This design comes from an exercise in tuning for small area, a short achievable clock period and few clock cycles per item on the open sky130 flow, not from production work.
No functional check of the RTL was part of this run.

$ cat design/flow/run.sh
#!/bin/bash
# synth_recipe.tcl (not shown) runs the flow's synth.tcl, then flattens the netlist and writes it again
# the make line also repeats each setting of config.mk as NAME=value (left out here)
make -C /OpenROAD-flow-scripts/flow DESIGN_CONFIG=/design/flow/config.mk WORK_HOME=/design/flow/orfs CLKGATE_MAP_FILE= SYNTH_SCRIPT=/design/flow/synth_recipe.tcl finish
$ cat design/flow/config.mk
export PLATFORM = sky130hd
export DESIGN_NAME = q_update_engine
export DESIGN_NICKNAME = q_update_engine
export VERILOG_FILES = /design/flow/design.v
export SDC_FILE = /design/flow/constraint.sdc
export NUM_CORES = 8
export LEC_CHECK = 0
export CAP_MARGIN = 20
export CORE_MARGIN = 2
export CORE_UTILIZATION = 25
export PLACE_DENSITY = 0.45
export SLEW_MARGIN = 20
$ cat design/flow/constraint.sdc
create_clock -name core_clock -period 14.0 [get_ports {clk}]
set_input_delay 2.8000 -clock core_clock [delete_from_list [all_inputs] [get_ports {clk}]]
set_output_delay 2.8000 -clock core_clock [all_outputs]
set_load 0.01 [all_outputs]
$ cat design/flow/design.v
module q_update_engine #(
  parameter int DATA_WIDTH  = 16,
  parameter int FRAC_BITS   = 8,
  parameter int NUM_STATES  = 16,
  parameter int NUM_ACTIONS = 4,
  localparam int SW = $clog2(NUM_STATES),
  localparam int AW = $clog2(NUM_ACTIONS)
) (
  input  logic                  clk,
  input  logic                  rst_n,
  input  logic                  clear,
  input  logic                  in_valid,
  output logic                  in_ready,
  input  logic [SW-1:0]         in_state,
  input  logic [AW-1:0]         in_action,
  input  logic [SW-1:0]         in_next_state,
  input  logic [DATA_WIDTH-1:0] in_reward,
  input  logic                  in_terminal,
  input  logic [DATA_WIDTH-1:0] alpha,
  input  logic [DATA_WIDTH-1:0] gamma,
  output logic                  out_valid,
  input  logic                  out_ready,
  output logic [DATA_WIDTH-1:0] out_q_new,
  output logic [AW-1:0]         out_best_action,
  output logic                  busy
);
  localparam int NS = NUM_STATES;
  localparam int NA = NUM_ACTIONS;
  localparam logic [17:0] K_HI = 18'h2ab00;
  function automatic logic [15:0] sat18(input logic [17:0] v);
    if (v[17:15] == 3'b000 || v[17:15] == 3'b111) sat18 = v[15:0];
    else sat18 = v[17] ? 16'h8000 : 16'h7fff;
  endfunction
  function automatic logic small8(input logic [15:0] v);
    small8 = (v[15:8] == 8'h00) || (v[15:8] == 8'hff && v[7:0] != 8'h00);
  endfunction
  function automatic logic [14:0] booth(input logic [9:0] y);
    logic [10:0] yx;
    logic [4:0] one, two, neg;
    yx = {y, 1'b0};
    for (int i = 0; i < 5; i++) begin
      one[i] = yx[2*i] ^ yx[2*i+1];
      two[i] = (yx[2*i+2] & !yx[2*i+1] & !yx[2*i]) | (!yx[2*i+2] & yx[2*i+1] & yx[2*i]);
      neg[i] = yx[2*i+2] & !(yx[2*i+1] & yx[2*i]);
    end
    booth = {neg, two, one};
  endfunction
  function automatic logic [17:0] ehi(input logic [17:0] ra, input logic [17:0] rb,
                                      input logic [9:0] y);
    logic [14:0] d;
    d = booth(y);
    ehi = ra - rb + {17'd0, d[14]} + K_HI;
  endfunction
  function automatic logic [7:0] elo(input logic [14:0] d);
    elo = {1'b0, d[13], 1'b0, d[12], 1'b0, d[11], 1'b0, d[10]};
  endfunction
  function automatic logic [17:0] sx(input logic [15:0] v);
    sx = {{2{v[15]}}, v};
  endfunction
  logic [15:0] tq [NS*NA];
  logic [NS-1:0] rv;               
  logic          clr_q;            
  logic         b1_v, b1_shadow, b2_v, c_v, w_v;
  logic [3:0]   b1_s, b1_ns, b2_s, c_s, w_s;
  logic [1:0]   b1_a, b2_a, c_a, w_a, b2_best, c_best;
  logic         b1_term, b1_gsmall, b1_asmall;
  logic [15:0]  b1_r, b1_alpha, b1_gamma, b1_q;
  logic [15:0]  b1_row [NA];
  logic [15:0]  b2_x, c_x, w_q;
  logic [14:0]  b2_d, c_d;         
  logic [9:0]   b2_ay;
  logic [17:0]  b2_e, b2_ce, c_e;
  logic         b2_fast, b2_asmall, b2_gsmall;
  logic [3:0]   b2_ph;
  logic [25:0]  acc;               
  logic         acc_big;           
  logic [17:0]  e0, e1, e2;        
  logic [1:0]   cnt;
  logic [15:0]  q_new;
  localparam logic [3:0] P_FIRST = 4'd0, P_G1 = 4'd1, P_GH = 4'd2, P_GLP = 4'd3,
                         P_GL = 4'd4, P_T = 4'd5, P_D = 4'd6, P_AH = 4'd7,
                         P_ALP = 4'd8, P_AL = 4'd9, P_F = 4'd10;
  logic haz, b1_fast, b2_done, b2_go, b1_adv, b1_rel, b1_load, accept, pop;
  logic [2:0] occ;
  assign occ     = {2'b0, c_v} + {1'b0, cnt};
  assign b2_done = (b2_ph == P_FIRST && b2_fast && b2_asmall) ||
                   (b2_ph == P_D && b2_asmall) || b2_ph == P_F;
  assign b2_go   = b2_v && b2_done && (occ <= 3'd2);
  assign haz     = (!b1_term && ((b2_v && b2_s == b1_ns) || (c_v && c_s == b1_ns))) ||
                   (b2_v && b2_s == b1_s && b2_a == b1_a) ||
                   (c_v && c_s == b1_s && c_a == b1_a);
  assign b1_adv  = b1_v && !b1_shadow && !haz && (!b2_v || b2_go);
  assign b1_rel  = b1_shadow ? b2_go : (b1_adv && b1_fast && b1_asmall);
  assign b1_load = !b1_v || b1_rel;
  assign in_ready = b1_load && !clear;
  assign accept  = in_valid && in_ready;
  assign pop     = out_valid && out_ready;
  logic [15:0] row_rd [NA];
  logic [15:0] q_rd;
  always_comb begin
    for (int j = 0; j < NA; j++)
      row_rd[j] = (rv[in_next_state] && !clr_q) ? tq[{in_next_state, 2'(j)}] : '0;
    q_rd = (rv[in_state] && !clr_q) ? tq[{in_state, in_action}] : '0;
  end
  always_ff @(posedge clk) begin
    if (b1_load) begin
      b1_s      <= in_state;
      b1_a      <= in_action;
      b1_ns     <= in_next_state;
      b1_r      <= in_reward;
      b1_term   <= in_terminal;
      b1_alpha  <= alpha;
      b1_gamma  <= gamma;
      b1_gsmall <= small8(gamma);
      b1_asmall <= small8(alpha);
      for (int j = 0; j < NA; j++)
        b1_row[j] <= (c_v && c_s == in_next_state && c_a == 2'(j)) ? q_new :
                     (w_v && w_s == in_next_state && w_a == 2'(j)) ? w_q : row_rd[j];
      b1_q <= (c_v && c_s == in_state && c_a == in_action) ? q_new :
              (w_v && w_s == in_state && w_a == in_action) ? w_q : q_rd;
    end else begin
      for (int j = 0; j < NA; j++)
        if (c_v && c_s == b1_ns && c_a == 2'(j)) b1_row[j] <= q_new;
      if (c_v && c_s == b1_s && c_a == b1_a) b1_q <= q_new;
    end
  end
  logic [15:0] bo [NA];            
  logic c01, c02, c03, c12, c13, c23;
  logic [3:0] w;
  logic [15:0] mx;
  logic [1:0] best;
  for (genvar j = 0; j < NA; j++) begin : g_bo
    assign bo[j] = {!b1_row[j][15], b1_row[j][14:0]};
  end
  assign c01 = bo[1] > bo[0];
  assign c02 = bo[2] > bo[0];
  assign c03 = bo[3] > bo[0];
  assign c12 = bo[2] > bo[1];
  assign c13 = bo[3] > bo[1];
  assign c23 = bo[3] > bo[2];
  assign w[0] = !c01 && !c02 && !c03;
  assign w[1] =  c01 && !c12 && !c13;
  assign w[2] =  c02 &&  c12 && !c23;
  assign w[3] =  c03 &&  c13 &&  c23;
  assign mx   = ({16{w[0]}} & b1_row[0]) | ({16{w[1]}} & b1_row[1]) |
                ({16{w[2]}} & b1_row[2]) | ({16{w[3]}} & b1_row[3]);
  assign best = {w[2] | w[3], w[1] | w[3]};
  assign b1_fast = b1_term || (b1_gsmall && (b1_r[15] == b1_r[14]) &&
                   (b1_row[0][15] == b1_row[0][14]) && (b1_row[1][15] == b1_row[1][14]) &&
                   (b1_row[2][15] == b1_row[2][14]) && (b1_row[3][15] == b1_row[3][14]));
  logic [9:0] g_eff;
  assign g_eff = b1_term ? 10'd0 : b1_gamma[9:0];
  logic [9:0]  ny;
  logic [17:0] nra, nrb;
  always_comb begin
    ny = g_eff; nra = sx(b1_r); nrb = sx(b1_q);
    if (b1_shadow) begin
      nra = '0; nrb = '0;
      case (b2_ph)
        P_FIRST: ny = (!b2_fast && (b2_gsmall || b1_term)) ? g_eff :
                      (!b2_fast ? {{2{b1_gamma[15]}}, b1_gamma[15:8]} :
                                  {{2{b1_alpha[15]}}, b1_alpha[15:8]});
        P_GH:    ny = {2'b0, b1_gamma[7:0]};
        P_GLP:   begin ny = {2'b0, b1_gamma[7:0]}; nra = acc[17:0]; end
        P_G1, P_GL: begin ny = 10'd256; nra = sx(b1_r); end
        P_T:     begin ny = 10'd256; nrb = sx(b1_q); end
        P_D:     ny = {{2{b1_alpha[15]}}, b1_alpha[15:8]};
        P_AH:    ny = {2'b0, b1_alpha[7:0]};
        P_ALP:   begin ny = {2'b0, b1_alpha[7:0]}; nra = acc[17:0]; end
        default: ny = 10'd256;                               
      endcase
    end
  end
  logic [17:0] e_n, ce_n;
  assign e_n  = ehi(nra, nrb, ny);
  assign ce_n = ehi(sx(b1_q), 18'd0, (b1_shadow && b2_ph == P_AL) ? 10'd256 : b1_alpha[9:0]);
  logic [25:0] b2_ps, b2_pc, b2_p;
  logic [15:0] b2_out;
  qe_btree u_b2 (.x(b2_x), .one(b2_d[4:0]), .two(b2_d[9:5]), .neg(b2_d[14:10]),
                 .e({b2_e, elo(b2_d)}), .s(b2_ps), .c(b2_pc));
  assign b2_p   = b2_ps + b2_pc;
  assign b2_out = sat18(b2_p[25:8]);
  logic [15:0] acc_sat;
  assign acc_sat = acc[25] ? 16'h8000 : 16'h7fff;
  always_ff @(posedge clk) begin
    if (b1_adv) begin
      b2_x      <= mx;
      b2_d      <= booth(g_eff);
      b2_e      <= e_n;
      b2_ce     <= ce_n;
      b2_ay     <= b1_alpha[9:0];
      b2_s      <= b1_s;
      b2_a      <= b1_a;
      b2_best   <= b1_term ? 2'd0 : best;
      b2_fast   <= b1_fast;
      b2_asmall <= b1_asmall;
      b2_gsmall <= b1_gsmall;
      b2_ph     <= P_FIRST;
    end else if (b2_v && !b2_done) begin
      b2_d <= booth(ny);
      b2_e <= e_n;
      case (b2_ph)
        P_FIRST: begin
          if (b2_fast) b2_x <= b2_out;                       
          b2_ph <= b2_fast ? P_AH : ((b2_gsmall || b1_term) ? P_G1 : P_GH);
        end
        P_G1: begin b2_x <= b2_p[23:8]; b2_ph <= P_T; end
        P_GH, P_AH: begin
          acc   <= b2_p;
          b2_ph <= b2_ph + 4'd1;
        end
        P_GLP, P_ALP: begin
          acc_big <= !((&acc[25:16]) || !(|acc[25:16]));
          b2_ph   <= b2_ph + 4'd1;
        end
        P_GL: begin b2_x <= acc_big ? acc_sat : b2_out; b2_ph <= P_T; end
        P_T:  begin b2_x <= b2_out; b2_ph <= P_D; end
        P_D:  begin b2_x <= b2_out; b2_ph <= P_AH; end
        P_AL: begin b2_x <= acc_big ? acc_sat : b2_out; b2_ce <= ce_n; b2_ph <= P_F; end
        default: ;
      endcase
    end
  end
  logic [25:0] c_ps, c_pc, c_p;
  qe_btree u_c (.x(c_x), .one(c_d[4:0]), .two(c_d[9:5]), .neg(c_d[14:10]),
                .e({c_e, elo(c_d)}), .s(c_ps), .c(c_pc));
  assign c_p   = c_ps + c_pc;
  assign q_new = sat18(c_p[25:8]);
  always_ff @(posedge clk) begin
    c_x    <= b2_out;
    c_d    <= booth((b2_ph == P_F) ? 10'd256 : b2_ay);
    c_e    <= b2_ce;
    c_s    <= b2_s;
    c_a    <= b2_a;
    c_best <= b2_best;
    w_q    <= q_new;
    w_s    <= c_s;
    w_a    <= c_a;
  end
  always_ff @(posedge clk) begin
    for (int i = 0; i < NS; i++)
      for (int j = 0; j < NA; j++)
        if (w_v && w_s == 4'(i) && (w_a == 2'(j) || !rv[i]))
          tq[i*NA+j] <= (w_a == 2'(j)) ? w_q : '0;
  end
  logic [1:0]  cnt_n, idx;
  logic [17:0] e0_n, e1_n, e2_n;
  logic        b1_v_n, b2_v_n;
  always_comb begin
    e0_n = pop ? e1 : e0;
    e1_n = pop ? e2 : e1;
    e2_n = e2;
    idx  = cnt - {1'b0, pop};
    if (c_v) begin
      case (idx)
        2'd0: e0_n = {c_best, q_new};
        2'd1: e1_n = {c_best, q_new};
        default: e2_n = {c_best, q_new};
      endcase
    end
    cnt_n  = cnt - {1'b0, pop} + {1'b0, c_v};
    b1_v_n = accept || (b1_v && !b1_rel);
    b2_v_n = b1_adv || (b2_v && !b2_go);
  end
  always_ff @(posedge clk) begin
    e0 <= e0_n;
    e1 <= e1_n;
    e2 <= e2_n;
  end
  always_ff @(posedge clk or negedge rst_n) begin
    if (!rst_n) begin
      b1_v <= 1'b0; b1_shadow <= 1'b0; b2_v <= 1'b0; c_v <= 1'b0; w_v <= 1'b0;
      cnt <= 2'd0; out_valid <= 1'b0; busy <= 1'b0;
      rv <= '0; clr_q <= 1'b0;
    end else begin
      clr_q     <= clear;
      b1_v      <= b1_v_n;
      b1_shadow <= b1_load ? 1'b0 : (b1_shadow || b1_adv);
      b2_v      <= b2_v_n;
      c_v       <= b2_go;
      w_v       <= c_v;
      cnt       <= cnt_n;
      out_valid <= (cnt_n != 2'd0);
      busy      <= b1_v_n || b2_v_n || b2_go || (cnt_n != 2'd0);
      if (clr_q) rv <= '0;
      else if (w_v) rv[w_s] <= 1'b1;
    end
  end
  assign out_q_new = e0[15:0];
  assign out_best_action = e0[17:16];
endmodule
module qe_btree (
  input  logic [15:0] x,
  input  logic [4:0] one, two, neg,
  input  logic [25:0] e,
  output logic [25:0] s, c
);
  wire pp0_0 = (one[0] & x[0]) ^ neg[0];
  wire pp0_1 = ((one[0] & x[1]) | (two[0] & x[0])) ^ neg[0];
  wire pp0_2 = ((one[0] & x[2]) | (two[0] & x[1])) ^ neg[0];
  wire pp0_3 = ((one[0] & x[3]) | (two[0] & x[2])) ^ neg[0];
  wire pp0_4 = ((one[0] & x[4]) | (two[0] & x[3])) ^ neg[0];
  wire pp0_5 = ((one[0] & x[5]) | (two[0] & x[4])) ^ neg[0];
  wire pp0_6 = ((one[0] & x[6]) | (two[0] & x[5])) ^ neg[0];
  wire pp0_7 = ((one[0] & x[7]) | (two[0] & x[6])) ^ neg[0];
  wire pp0_8 = ((one[0] & x[8]) | (two[0] & x[7])) ^ neg[0];
  wire pp0_9 = ((one[0] & x[9]) | (two[0] & x[8])) ^ neg[0];
  wire pp0_10 = ((one[0] & x[10]) | (two[0] & x[9])) ^ neg[0];
  wire pp0_11 = ((one[0] & x[11]) | (two[0] & x[10])) ^ neg[0];
  wire pp0_12 = ((one[0] & x[12]) | (two[0] & x[11])) ^ neg[0];
  wire pp0_13 = ((one[0] & x[13]) | (two[0] & x[12])) ^ neg[0];
  wire pp0_14 = ((one[0] & x[14]) | (two[0] & x[13])) ^ neg[0];
  wire pp0_15 = ((one[0] & x[15]) | (two[0] & x[14])) ^ neg[0];
  wire pp0_16 = ((one[0] & x[15]) | (two[0] & x[15])) ^ neg[0];
  wire pp1_0 = (one[1] & x[0]) ^ neg[1];
  wire pp1_1 = ((one[1] & x[1]) | (two[1] & x[0])) ^ neg[1];
  wire pp1_2 = ((one[1] & x[2]) | (two[1] & x[1])) ^ neg[1];
  wire pp1_3 = ((one[1] & x[3]) | (two[1] & x[2])) ^ neg[1];
  wire pp1_4 = ((one[1] & x[4]) | (two[1] & x[3])) ^ neg[1];
  wire pp1_5 = ((one[1] & x[5]) | (two[1] & x[4])) ^ neg[1];
  wire pp1_6 = ((one[1] & x[6]) | (two[1] & x[5])) ^ neg[1];
  wire pp1_7 = ((one[1] & x[7]) | (two[1] & x[6])) ^ neg[1];
  wire pp1_8 = ((one[1] & x[8]) | (two[1] & x[7])) ^ neg[1];
  wire pp1_9 = ((one[1] & x[9]) | (two[1] & x[8])) ^ neg[1];
  wire pp1_10 = ((one[1] & x[10]) | (two[1] & x[9])) ^ neg[1];
  wire pp1_11 = ((one[1] & x[11]) | (two[1] & x[10])) ^ neg[1];
  wire pp1_12 = ((one[1] & x[12]) | (two[1] & x[11])) ^ neg[1];
  wire pp1_13 = ((one[1] & x[13]) | (two[1] & x[12])) ^ neg[1];
  wire pp1_14 = ((one[1] & x[14]) | (two[1] & x[13])) ^ neg[1];
  wire pp1_15 = ((one[1] & x[15]) | (two[1] & x[14])) ^ neg[1];
  wire pp1_16 = ((one[1] & x[15]) | (two[1] & x[15])) ^ neg[1];
  wire pp2_0 = (one[2] & x[0]) ^ neg[2];
  wire pp2_1 = ((one[2] & x[1]) | (two[2] & x[0])) ^ neg[2];
  wire pp2_2 = ((one[2] & x[2]) | (two[2] & x[1])) ^ neg[2];
  wire pp2_3 = ((one[2] & x[3]) | (two[2] & x[2])) ^ neg[2];
  wire pp2_4 = ((one[2] & x[4]) | (two[2] & x[3])) ^ neg[2];
  wire pp2_5 = ((one[2] & x[5]) | (two[2] & x[4])) ^ neg[2];
  wire pp2_6 = ((one[2] & x[6]) | (two[2] & x[5])) ^ neg[2];
  wire pp2_7 = ((one[2] & x[7]) | (two[2] & x[6])) ^ neg[2];
  wire pp2_8 = ((one[2] & x[8]) | (two[2] & x[7])) ^ neg[2];
  wire pp2_9 = ((one[2] & x[9]) | (two[2] & x[8])) ^ neg[2];
  wire pp2_10 = ((one[2] & x[10]) | (two[2] & x[9])) ^ neg[2];
  wire pp2_11 = ((one[2] & x[11]) | (two[2] & x[10])) ^ neg[2];
  wire pp2_12 = ((one[2] & x[12]) | (two[2] & x[11])) ^ neg[2];
  wire pp2_13 = ((one[2] & x[13]) | (two[2] & x[12])) ^ neg[2];
  wire pp2_14 = ((one[2] & x[14]) | (two[2] & x[13])) ^ neg[2];
  wire pp2_15 = ((one[2] & x[15]) | (two[2] & x[14])) ^ neg[2];
  wire pp2_16 = ((one[2] & x[15]) | (two[2] & x[15])) ^ neg[2];
  wire pp3_0 = (one[3] & x[0]) ^ neg[3];
  wire pp3_1 = ((one[3] & x[1]) | (two[3] & x[0])) ^ neg[3];
  wire pp3_2 = ((one[3] & x[2]) | (two[3] & x[1])) ^ neg[3];
  wire pp3_3 = ((one[3] & x[3]) | (two[3] & x[2])) ^ neg[3];
  wire pp3_4 = ((one[3] & x[4]) | (two[3] & x[3])) ^ neg[3];
  wire pp3_5 = ((one[3] & x[5]) | (two[3] & x[4])) ^ neg[3];
  wire pp3_6 = ((one[3] & x[6]) | (two[3] & x[5])) ^ neg[3];
  wire pp3_7 = ((one[3] & x[7]) | (two[3] & x[6])) ^ neg[3];
  wire pp3_8 = ((one[3] & x[8]) | (two[3] & x[7])) ^ neg[3];
  wire pp3_9 = ((one[3] & x[9]) | (two[3] & x[8])) ^ neg[3];
  wire pp3_10 = ((one[3] & x[10]) | (two[3] & x[9])) ^ neg[3];
  wire pp3_11 = ((one[3] & x[11]) | (two[3] & x[10])) ^ neg[3];
  wire pp3_12 = ((one[3] & x[12]) | (two[3] & x[11])) ^ neg[3];
  wire pp3_13 = ((one[3] & x[13]) | (two[3] & x[12])) ^ neg[3];
  wire pp3_14 = ((one[3] & x[14]) | (two[3] & x[13])) ^ neg[3];
  wire pp3_15 = ((one[3] & x[15]) | (two[3] & x[14])) ^ neg[3];
  wire pp3_16 = ((one[3] & x[15]) | (two[3] & x[15])) ^ neg[3];
  wire pp4_0 = (one[4] & x[0]) ^ neg[4];
  wire pp4_1 = ((one[4] & x[1]) | (two[4] & x[0])) ^ neg[4];
  wire pp4_2 = ((one[4] & x[2]) | (two[4] & x[1])) ^ neg[4];
  wire pp4_3 = ((one[4] & x[3]) | (two[4] & x[2])) ^ neg[4];
  wire pp4_4 = ((one[4] & x[4]) | (two[4] & x[3])) ^ neg[4];
  wire pp4_5 = ((one[4] & x[5]) | (two[4] & x[4])) ^ neg[4];
  wire pp4_6 = ((one[4] & x[6]) | (two[4] & x[5])) ^ neg[4];
  wire pp4_7 = ((one[4] & x[7]) | (two[4] & x[6])) ^ neg[4];
  wire pp4_8 = ((one[4] & x[8]) | (two[4] & x[7])) ^ neg[4];
  wire pp4_9 = ((one[4] & x[9]) | (two[4] & x[8])) ^ neg[4];
  wire pp4_10 = ((one[4] & x[10]) | (two[4] & x[9])) ^ neg[4];
  wire pp4_11 = ((one[4] & x[11]) | (two[4] & x[10])) ^ neg[4];
  wire pp4_12 = ((one[4] & x[12]) | (two[4] & x[11])) ^ neg[4];
  wire pp4_13 = ((one[4] & x[13]) | (two[4] & x[12])) ^ neg[4];
  wire pp4_14 = ((one[4] & x[14]) | (two[4] & x[13])) ^ neg[4];
  wire pp4_15 = ((one[4] & x[15]) | (two[4] & x[14])) ^ neg[4];
  wire pp4_16 = ((one[4] & x[15]) | (two[4] & x[15])) ^ neg[4];
  wire w_1 = pp0_6 ^ pp1_4;
  wire w_2 = pp0_6 & pp1_4;
  wire w_3 = pp0_7 ^ pp1_5 ^ pp2_3;
  wire w_4 = (pp0_7 & pp1_5) | (pp0_7 & pp2_3) | (pp1_5 & pp2_3);
  wire w_5 = pp0_8 ^ pp1_6 ^ pp2_4;
  wire w_6 = (pp0_8 & pp1_6) | (pp0_8 & pp2_4) | (pp1_6 & pp2_4);
  wire w_7 = pp3_2 ^ pp4_0;
  wire w_8 = pp3_2 & pp4_0;
  wire w_9 = pp0_9 ^ pp1_7 ^ pp2_5;
  wire w_10 = (pp0_9 & pp1_7) | (pp0_9 & pp2_5) | (pp1_7 & pp2_5);
  wire w_11 = pp3_3 ^ pp4_1 ^ e[9];
  wire w_12 = (pp3_3 & pp4_1) | (pp3_3 & e[9]) | (pp4_1 & e[9]);
  wire w_13 = pp0_10 ^ pp1_8 ^ pp2_6;
  wire w_14 = (pp0_10 & pp1_8) | (pp0_10 & pp2_6) | (pp1_8 & pp2_6);
  wire w_15 = pp3_4 ^ pp4_2 ^ e[10];
  wire w_16 = (pp3_4 & pp4_2) | (pp3_4 & e[10]) | (pp4_2 & e[10]);
  wire w_17 = pp0_11 ^ pp1_9 ^ pp2_7;
  wire w_18 = (pp0_11 & pp1_9) | (pp0_11 & pp2_7) | (pp1_9 & pp2_7);
  wire w_19 = pp3_5 ^ pp4_3 ^ e[11];
  wire w_20 = (pp3_5 & pp4_3) | (pp3_5 & e[11]) | (pp4_3 & e[11]);
  wire w_21 = pp0_12 ^ pp1_10 ^ pp2_8;
  wire w_22 = (pp0_12 & pp1_10) | (pp0_12 & pp2_8) | (pp1_10 & pp2_8);
  wire w_23 = pp3_6 ^ pp4_4 ^ e[12];
  wire w_24 = (pp3_6 & pp4_4) | (pp3_6 & e[12]) | (pp4_4 & e[12]);
  wire w_25 = pp0_13 ^ pp1_11 ^ pp2_9;
  wire w_26 = (pp0_13 & pp1_11) | (pp0_13 & pp2_9) | (pp1_11 & pp2_9);
  wire w_27 = pp3_7 ^ pp4_5 ^ e[13];
  wire w_28 = (pp3_7 & pp4_5) | (pp3_7 & e[13]) | (pp4_5 & e[13]);
  wire w_29 = pp0_14 ^ pp1_12 ^ pp2_10;
  wire w_30 = (pp0_14 & pp1_12) | (pp0_14 & pp2_10) | (pp1_12 & pp2_10);
  wire w_31 = pp3_8 ^ pp4_6 ^ e[14];
  wire w_32 = (pp3_8 & pp4_6) | (pp3_8 & e[14]) | (pp4_6 & e[14]);
  wire w_33 = pp0_15 ^ pp1_13 ^ pp2_11;
  wire w_34 = (pp0_15 & pp1_13) | (pp0_15 & pp2_11) | (pp1_13 & pp2_11);
  wire w_35 = pp3_9 ^ pp4_7 ^ e[15];
  wire w_36 = (pp3_9 & pp4_7) | (pp3_9 & e[15]) | (pp4_7 & e[15]);
  wire w_37 = ~pp0_16 ^ pp1_14 ^ pp2_12;
  wire w_38 = (~pp0_16 & pp1_14) | (~pp0_16 & pp2_12) | (pp1_14 & pp2_12);
  wire w_39 = pp3_10 ^ pp4_8 ^ e[16];
  wire w_40 = (pp3_10 & pp4_8) | (pp3_10 & e[16]) | (pp4_8 & e[16]);
  wire w_41 = pp1_15 ^ pp2_13 ^ pp3_11;
  wire w_42 = (pp1_15 & pp2_13) | (pp1_15 & pp3_11) | (pp2_13 & pp3_11);
  wire w_43 = pp4_9 ^ e[17];
  wire w_44 = pp4_9 & e[17];
  wire w_45 = ~pp1_16 ^ pp2_14 ^ pp3_12;
  wire w_46 = (~pp1_16 & pp2_14) | (~pp1_16 & pp3_12) | (pp2_14 & pp3_12);
  wire w_47 = pp4_10 ^ e[18];
  wire w_48 = pp4_10 & e[18];
  wire w_49 = pp2_15 ^ pp3_13 ^ pp4_11;
  wire w_50 = (pp2_15 & pp3_13) | (pp2_15 & pp4_11) | (pp3_13 & pp4_11);
  wire w_51 = ~pp2_16 ^ pp3_14;
  wire w_52 = ~pp2_16 & pp3_14;
  wire w_53 = pp0_4 ^ pp1_2;
  wire w_54 = pp0_4 & pp1_2;
  wire w_55 = pp0_5 ^ pp1_3 ^ pp2_1;
  wire w_56 = (pp0_5 & pp1_3) | (pp0_5 & pp2_1) | (pp1_3 & pp2_1);
  wire w_57 = w_1 ^ pp2_2 ^ pp3_0;
  wire w_58 = (w_1 & pp2_2) | (w_1 & pp3_0) | (pp2_2 & pp3_0);
  wire w_59 = w_2 ^ w_3 ^ pp3_1;
  wire w_60 = (w_2 & w_3) | (w_2 & pp3_1) | (w_3 & pp3_1);
  wire w_61 = w_4 ^ w_5 ^ w_7;
  wire w_62 = (w_4 & w_5) | (w_4 & w_7) | (w_5 & w_7);
  wire w_63 = w_6 ^ w_8 ^ w_9;
  wire w_64 = (w_6 & w_8) | (w_6 & w_9) | (w_8 & w_9);
  wire w_65 = w_10 ^ w_12 ^ w_13;
  wire w_66 = (w_10 & w_12) | (w_10 & w_13) | (w_12 & w_13);
  wire w_67 = w_14 ^ w_16 ^ w_17;
  wire w_68 = (w_14 & w_16) | (w_14 & w_17) | (w_16 & w_17);
  wire w_69 = w_18 ^ w_20 ^ w_21;
  wire w_70 = (w_18 & w_20) | (w_18 & w_21) | (w_20 & w_21);
  wire w_71 = w_22 ^ w_24 ^ w_25;
  wire w_72 = (w_22 & w_24) | (w_22 & w_25) | (w_24 & w_25);
  wire w_73 = w_26 ^ w_28 ^ w_29;
  wire w_74 = (w_26 & w_28) | (w_26 & w_29) | (w_28 & w_29);
  wire w_75 = w_30 ^ w_32 ^ w_33;
  wire w_76 = (w_30 & w_32) | (w_30 & w_33) | (w_32 & w_33);
  wire w_77 = w_34 ^ w_36 ^ w_37;
  wire w_78 = (w_34 & w_36) | (w_34 & w_37) | (w_36 & w_37);
  wire w_79 = w_38 ^ w_40 ^ w_41;
  wire w_80 = (w_38 & w_40) | (w_38 & w_41) | (w_40 & w_41);
  wire w_81 = w_42 ^ w_44 ^ w_45;
  wire w_82 = (w_42 & w_44) | (w_42 & w_45) | (w_44 & w_45);
  wire w_83 = w_46 ^ w_48 ^ w_49;
  wire w_84 = (w_46 & w_48) | (w_46 & w_49) | (w_48 & w_49);
  wire w_85 = w_50 ^ w_51 ^ pp4_12;
  wire w_86 = (w_50 & w_51) | (w_50 & pp4_12) | (w_51 & pp4_12);
  wire w_87 = w_52 ^ pp3_15 ^ pp4_13;
  wire w_88 = (w_52 & pp3_15) | (w_52 & pp4_13) | (pp3_15 & pp4_13);
  wire w_89 = ~pp3_16 ^ pp4_14;
  wire w_90 = ~pp3_16 & pp4_14;
  wire w_91 = pp0_2 ^ pp1_0;
  wire w_92 = pp0_2 & pp1_0;
  wire w_93 = pp0_3 ^ pp1_1 ^ e[3];
  wire w_94 = (pp0_3 & pp1_1) | (pp0_3 & e[3]) | (pp1_1 & e[3]);
  wire w_95 = w_53 ^ pp2_0 ^ e[4];
  wire w_96 = (w_53 & pp2_0) | (w_53 & e[4]) | (pp2_0 & e[4]);
  wire w_97 = w_54 ^ w_55 ^ e[5];
  wire w_98 = (w_54 & w_55) | (w_54 & e[5]) | (w_55 & e[5]);
  wire w_99 = w_56 ^ w_57 ^ e[6];
  wire w_100 = (w_56 & w_57) | (w_56 & e[6]) | (w_57 & e[6]);
  wire w_101 = w_58 ^ w_59 ^ e[7];
  wire w_102 = (w_58 & w_59) | (w_58 & e[7]) | (w_59 & e[7]);
  wire w_103 = w_60 ^ w_61 ^ e[8];
  wire w_104 = (w_60 & w_61) | (w_60 & e[8]) | (w_61 & e[8]);
  wire w_105 = w_62 ^ w_63 ^ w_11;
  wire w_106 = (w_62 & w_63) | (w_62 & w_11) | (w_63 & w_11);
  wire w_107 = w_64 ^ w_65 ^ w_15;
  wire w_108 = (w_64 & w_65) | (w_64 & w_15) | (w_65 & w_15);
  wire w_109 = w_66 ^ w_67 ^ w_19;
  wire w_110 = (w_66 & w_67) | (w_66 & w_19) | (w_67 & w_19);
  wire w_111 = w_68 ^ w_69 ^ w_23;
  wire w_112 = (w_68 & w_69) | (w_68 & w_23) | (w_69 & w_23);
  wire w_113 = w_70 ^ w_71 ^ w_27;
  wire w_114 = (w_70 & w_71) | (w_70 & w_27) | (w_71 & w_27);
  wire w_115 = w_72 ^ w_73 ^ w_31;
  wire w_116 = (w_72 & w_73) | (w_72 & w_31) | (w_73 & w_31);
  wire w_117 = w_74 ^ w_75 ^ w_35;
  wire w_118 = (w_74 & w_75) | (w_74 & w_35) | (w_75 & w_35);
  wire w_119 = w_76 ^ w_77 ^ w_39;
  wire w_120 = (w_76 & w_77) | (w_76 & w_39) | (w_77 & w_39);
  wire w_121 = w_78 ^ w_79 ^ w_43;
  wire w_122 = (w_78 & w_79) | (w_78 & w_43) | (w_79 & w_43);
  wire w_123 = w_80 ^ w_81 ^ w_47;
  wire w_124 = (w_80 & w_81) | (w_80 & w_47) | (w_81 & w_47);
  wire w_125 = w_82 ^ w_83 ^ e[19];
  wire w_126 = (w_82 & w_83) | (w_82 & e[19]) | (w_83 & e[19]);
  wire w_127 = w_84 ^ w_85 ^ e[20];
  wire w_128 = (w_84 & w_85) | (w_84 & e[20]) | (w_85 & e[20]);
  wire w_129 = w_86 ^ w_87 ^ e[21];
  wire w_130 = (w_86 & w_87) | (w_86 & e[21]) | (w_87 & e[21]);
  wire w_131 = w_88 ^ w_89 ^ e[22];
  wire w_132 = (w_88 & w_89) | (w_88 & e[22]) | (w_89 & e[22]);
  wire w_133 = w_90 ^ pp4_15 ^ e[23];
  wire w_134 = (w_90 & pp4_15) | (w_90 & e[23]) | (pp4_15 & e[23]);
  wire w_135 = ~pp4_16 ^ e[24];
  wire w_136 = ~pp4_16 & e[24];
  assign s = {w_136,w_134,w_132,w_130,w_128,w_126,w_124,w_122,w_120,w_118,w_116,w_114,w_112,w_110,w_108,w_106,w_104,w_102,w_100,w_98,w_96,w_94,w_92,w_91,pp0_1,pp0_0};
  assign c = {e[25],w_135,w_133,w_131,w_129,w_127,w_125,w_123,w_121,w_119,w_117,w_115,w_113,w_111,w_109,w_107,w_105,w_103,w_101,w_99,w_97,w_95,w_93,e[2],e[1],e[0]};
endmodule
==> metrics.yaml <==
status:
  outcome: "complete, no violations"
setup_path:
  r2r_start: "c_d[12]"
  max_stage_delay_ns: 0.65
  cp.arrival_ns: 4.85
  startpoint_type: "flip-flop"
  crit_path_cell_trace: "inv_1, ha_1, nand3b_1, a21oi_1, a21oi_1, o21ai_0, nand2b_1, buf_4, clkinv_1, a31oi_4, buf_4, nor2_1, clkdlybuf4s50_1"
  cpMaxStageDelayCell: "a21oi_1"
  reg2reg_depth: 16
  cp.required_ns: 11.20
  timing.reg2reg.setup_slack_ns: 6.82
  cp_max_fo: 31
  r2r_end: "e2[12]"
  cp-end-kind: "primary output"
  crit_type: "flip-flop to primary output"
synth:
  yosysSeqAreaShare: 0.577
  synth.avg_cell_area_um2: 12.4
  syn_area_mm2: 0.0728
  ys.flop_type: "edfxtp_1"
  synth_seq_cells: 1443
  synth_edf_count: 1298
  syn-instance-count: 5875
  yosys.area.top_type: "edfxtp_1"
  ys_types: 84
  yosysMostFrequentCell: "edfxtp_1"
  synth_top_area_share: 0.535
  synthTopCellsByArea: "edfxtp_1 (54%), a22oi_1 (8.1%), ha_1 (4.0%), dfxtp_1 (3.3%), fa_1 (3.1%)"
  ys_warn_count: 5
  async_reset_ff_frac: 0.0180
  synth_common_cells: "edfxtp_1 (1298), a22oi_1 (787), a21oi_1 (403)"
  syn_nets: 6281
grt:
  grt.total_usage: 0.259
  grt_max_degree: 65
  antenna_found_initial: 25
  grt_pass1_wl_mm: 523
  overflow: 0
  grt_pass1_vias: 58507
floorplan:
  fp.dieH_um: 544
  io_pins: 85
  die_area_mm2: 0.296
  rows: 198
  start_util: 0.251
  fp.dieW_um: 544
  core_mm2: 0.290
layout:
  utilization: 0.293
  fillCellCount: 29468
  top_register: "tq"
  final_area_mm2: 0.0852
  nets: 6328
  multi_input_area_mm2: 0.0296
  drive_above_1_share: 0.116
  regArea_mm2: 0.0420
  top_regs: "tq x1024, b1_row x64, acc x26"
  largest_reg_flops: 1024
  syn_to_final_growth_pct: 16.9
clock_network:
  cts_buffers: 167
  insertion_delay_ns: 0.92
  cts_resized: 0
  cts.sinks: 1443
  clk_path_buf_depth: 4
  postCtsSetupBuffers: 0
  cts_tree: "done"
  htree_num_levels: 4
  clkTransAtPathRegs_ns: 0.06
  cts_root_buf: "clkbuf_16"
  ctsHoldBuffers: 0
sta:
  setup_violations: 0
  fin_crit_sh: 0.546
  max_clock_freq_ghz: 0.131
  tightestPinTransition_ns: 1.24
  period_minus_slack_ns: 7.65
  setup_tns_ns: 0
  rsz0062_at_grt: "no"
  final_max_slew_viol_count: 0
  timing_hold_violations_final: 0
  maxSlewHeadroom: 0.171
  clock_skew_ns: 0.151
worst_hold_path:
  whs_path_depth: 0
  min-delay-start: "b2_ce[7]"
  worstHoldPathType: "flip-flop to flip-flop"
  whs_endpoint: "c_e[7]"
routing:
  wl_per_cell_um: 39.7
  vias: 61743
  drc_errors: 0
  first_pass_iters: 9
  vias_per_cell: 6.19
  drt_iter0_markers: 11690
  routed_wl_mm: 396
  ant_nets: 0
placement:
  portBuffers: 84
  gp_congestion: 1.02
  dpl.hpwl_mm: 249
  place_area_mm2: 0.0799
job:
  max_cap_viol_count: 0
metal layers:
metal,part of all wire,GRT usage
met1,0.36,0.307
met2,0.42,0.385
met4,0.084,0.170
met3,0.14,0.106
met5,0.00012,0
metrics by stage:
| stage | cells | worst slack, ns | hold WS, ns |
|---|---|---|---|
| floorplan | 5875 | 7.93 | 0.323 |
| global placement | 9649 | 6.88 | 0.325 |
| detailed placement | 9651 | 6.84 | 0.327 |
| CTS | 9942 | 6.27 | 0.333 |
| global route | 9944 | 6.03 | 0.347 |
| finish | 9971 | 6.35 | 0.333 |
critical path, delay by kind of cell (launching register included):
family          cells  cell delay [ns]
buf+inv             5             1.56
compound gates      4             1.35
flops               1             0.39
fa+ha+maj           1             0.39
simple gates        3             0.34
worst max path at each step:
stage / slack (ns) / start / to
floorplan: 7.93 / b2_d[11] / b2_x[4]
global placement: 6.88 / in_state[3] / b1_q[6]
detailed placement: 6.84 / c_d[12] / e2[12]
CTS: 6.27 / b2_ph[0] / in_ready
global route: 6.03 / b2_ph[0] / in_ready
finish: 6.35 / b2_ph[0] / in_ready
cell usage in the layout (no fill, tap or decap), drive strengths merged, types with 164 or more instances in the layout:
cell type,synthesis,layout
edfxtp,1298,1298
a22oi,787,787
a21oi,405,405
inv,260,267
ha,231,231
clkbuf,348,203
buf,55,198
nor2,194,194
a22o,190,190
a221oi,187,187
nand2,172,172
nand4,169,169
xnor2,164,164
cell type report:
cell class / instances / area share
multi-input cells: 3769 / 0.347
clock inverters: 88 / 0.00952
repair buffers: 281 / 0.0292
clock buffers: 203 / 0.0511
flip-flops and latches: 1443 / 0.493
diodes: 27 / 0.000793
well taps: 3900 / 0.0573
inverters: 260 / 0.0115
kinds of logic (layout without fill, tap and decap cells):
| logic type | count (synthesis) | after routing | synth area share |
|---|---|---|---|
| flip-flops | 1443 | 1443 | 0.577 |
| other | 1 | 28 | 0.0000515 |
| buffers and inverters | 663 | 832 | 0.0345 |
| adder cells (fa/ha/maj) | 342 | 342 | 0.0702 |
| AO/OA/AOI/OAI | 1973 | 1973 | 0.192 |
| AND/OR/NAND/NOR | 1065 | 1065 | 0.0757 |
| XOR/XNOR | 289 | 289 | 0.0348 |
| multiplexers | 99 | 99 | 0.0160 |

[static timing again, ports no longer ideal]
In the flow no input, the clock included, has a driving cell. The finished layout below was timed again as built, in two steps.
Step 1 (the two cells are an assumption about what drives the block):
set clk [get_ports {clk}]
set_driving_cell -lib_cell sky130_fd_sc_hd__clkbuf_16 $clk
set_driving_cell -lib_cell sky130_fd_sc_hd__buf_2 [delete_from_list [all_inputs] $clk]
Step 2, shift: input delay + t, output delay - t, t = (earliest + latest rising clock arrival at the registers) / 2. This alone moves slack from input paths to output paths.
Three values: ideal ports, drivers, drivers and shift; two values: the first two.
t (ns): 0.938
slack for setup (ns): 6.353 / 6.258 / 6.283
worst slew at a driven data input, ns: 0.07
After both steps this run still meets setup and hold. For this run, drivers alone change the setup slack by -0.095 ns; drivers and shift together by -0.070 ns.
